Source: an optimization exercise on an open RTL-to-GDS flow (aim: small area, a short achievable clock period and few clock cycles per item). Production flows keep margins and buffers that such runs may drop.
The RTL was checked by simulation tests, not by an equivalence proof against the original design.
Power figures rest on the tool's default switching activity, not on a simulated workload.

Design lru_page_reference_tracker_unit, start of the top module:
module lru_page_reference_tracker_unit #(
  parameter  int KEY_SPACE  = lru_pkg::KEY_SPACE_DEF,
  parameter  int MAX_FRAMES = lru_pkg::MAX_FRAMES_DEF,
  localparam int KW         = $clog2(KEY_SPACE),
  localparam int CW         = $clog2(MAX_FRAMES + 1)
) (
  input  wire logic                      clk,
  input  wire logic                      rst_n,
  input  wire logic                      in_valid,
  output logic                           in_ready,
  input  wire logic [KW-1:0]             in_page_key,
  output logic                           out_valid,
  input  wire logic                      out_ready,
  output logic                           out_hit,
  output logic                           out_evicted,
  output logic [KW-1:0]                  out_evicted_key,
  output logic [CW-1:0]                  out_occupancy,
  input  wire logic                      cfg_valid,
  output logic                           cfg_ready,
  input  wire logic [lru_pkg::CFG_W-1:0] cfg_frames_in_use
);
Size: roughly 310 cells after synthesis, roughly 30 I/O pins, about 3800 µm² of cells after synthesis.
export LEC_CHECK = 0
export CAP_MARGIN = 20
export CORE_MARGIN = 2
export CORE_UTILIZATION = 40
export PLACE_DENSITY = 0.6
export SETUP_SLACK_MARGIN = 3.4
export SLEW_MARGIN = 20
export TNS_END_PERCENT = 5
create_clock -name core_clock -period 5.5 [get_ports {clk}]
standard.sh (not shown) runs the stock make flow with config.mk's settings and CLKGATE_MAP_FILE= SYNTH_SCRIPT=/design/flow/synth_recipe.tcl, a recipe that flattens the netlist after the stock synthesis.
==> flow/flow/run.sh <==
#!/bin/bash
# The standard layout (the standard.sh) with two changes to buffering:
# the port buffers ORFS inserts before global placement use a small plain
# buffer cell, and clock tree synthesis builds its tree from clkbuf_8 cells under
# a clkbuf_8 root, in clusters of up to 22 sinks and without dummy loads.
set -euo pipefail
export BUFFER_PORTS_ARGS="-buffer_cell sky130_fd_sc_hd__buf_1"
export CTS_ARGS="-sink_clustering_enable -repair_clock_nets -dont_use_dummy_load -sink_clustering_size 22 -sink_clustering_max_diameter 80 -buf_list sky130_fd_sc_hd__clkbuf_8 -root_buf sky130_fd_sc_hd__clkbuf_8"
bash standard.sh > standard_flow.log 2>&1
Testbench counts at the start, summed over its fixed seeds: cycles 16,576, items 16,384.
Next try:
--- a/flow/config.mk
+++ b/flow/config.mk
@@ -9,6 +9,6 @@
 export CORE_MARGIN = 2
-export CORE_UTILIZATION = 40
-export PLACE_DENSITY = 0.6
+export CORE_UTILIZATION = 55
+export PLACE_DENSITY = 0.7
 export SETUP_SLACK_MARGIN = 3.4
 export SLEW_MARGIN = 20
-export TNS_END_PERCENT = 5
+export TNS_END_PERCENT = 0
What happened:
- synthesized area is unchanged
- power went up by 1.1%
- register-to-register slack got worse by 0.06 ns
- utilization went up by 19 points
- routed wire length went up by 4.6%
- hold slack barely changes
Next try:
--- a/flow/config.mk
+++ b/flow/config.mk
@@ -7,8 +7,8 @@
 export LEC_CHECK = 0
-export CAP_MARGIN = 20
+export CAP_MARGIN = 5
 export CORE_MARGIN = 2
-export CORE_UTILIZATION = 55
-export PLACE_DENSITY = 0.7
+export CORE_UTILIZATION = 40
+export PLACE_DENSITY = 0.6
 export SETUP_SLACK_MARGIN = 3.4
-export SLEW_MARGIN = 20
+export SLEW_MARGIN = 5
 export TNS_END_PERCENT = 0
Result:
- power came out lower by 1.3%
- design area shrinks by 2.6%
- routed wire length came out lower by 6.1%
- clock-buffer cell count is unchanged
- via count came out lower by 4.8%
- non-clock buffer count is lower by 22
- clock skew hardly moves
- worst setup slack gains 0.061 ns
- core utilization shrinks by 20 points
- area after synthesis stays the same
- maximum frequency went up by about 3%
Next try:
==> flow/run.sh (new file) <==
#!/bin/bash
# synth_recipe.tcl (not shown) runs the flow's synth.tcl, then flattens the netlist and writes it again
# the make line also repeats each setting of config.mk as NAME=value (left out here)
make -C /OpenROAD-flow-scripts/flow DESIGN_CONFIG=/design/flow/config.mk WORK_HOME=/design/flow/orfs CLKGATE_MAP_FILE= SYNTH_SCRIPT=/design/flow/synth_recipe.tcl finish
--- a/flow/config.mk
+++ b/flow/config.mk
@@ -7,3 +7,3 @@
 export LEC_CHECK = 0
-export CAP_MARGIN = 5
+export CAP_MARGIN = 20
 export CORE_MARGIN = 2
@@ -12,3 +12,3 @@
 export SETUP_SLACK_MARGIN = 3.4
-export SLEW_MARGIN = 5
+export SLEW_MARGIN = 20
 export TNS_END_PERCENT = 0
removed: flow/flow/run.sh
removed: flow/standard.sh
The changed run went through all stages and came out clean. Synthesized cell count does not change. Clock-buffer cell count is unchanged. Clock skew decreases by 0.018 ns. Flip-flop and latch count is unchanged. Die area stays the same. Clock power increases by 26%. Wire length increases by 6.7%. Final area increases by 4.2%.

-- separate check: timing with driven ports --
The results above use ideal ports. As a check the final layouts listed here were re-extracted and re-timed, cells and wires unchanged.
Step 1 assumes that a clkbuf_16 drives the clock port and a buf_2 every other input.
Step 2 also shifts input and output timing later by t, the mid clock arrival at the registers, as if the neighbouring blocks saw the same clock.
Three values: ideal, step 1, step 2; two values: the first two.
run | shift t [ns] | setup WS [ns] | worst setup path after step 2 | clock arrival spread, ns
the first run | 0.375 | 3.370 / 3.370 / 3.117 | input to register | 0.032 / 0.032
the second run | 0.372 | 3.311 / 3.311 / 3.102 | input to register | 0.030 / 0.030
the third run | 0.382 | 3.372 / 3.372 / 3.114 | input to register | 0.031 / 0.031
the fourth run | 0.391 | 3.123 / 3.123 / 2.785 | input to register | 0.013 / 0.013
After both steps setup and hold are still met in every run listed. For the fourth run, which loses most, drivers alone change the setup slack by 0.000 ns; drivers and shift together by -0.338 ns.
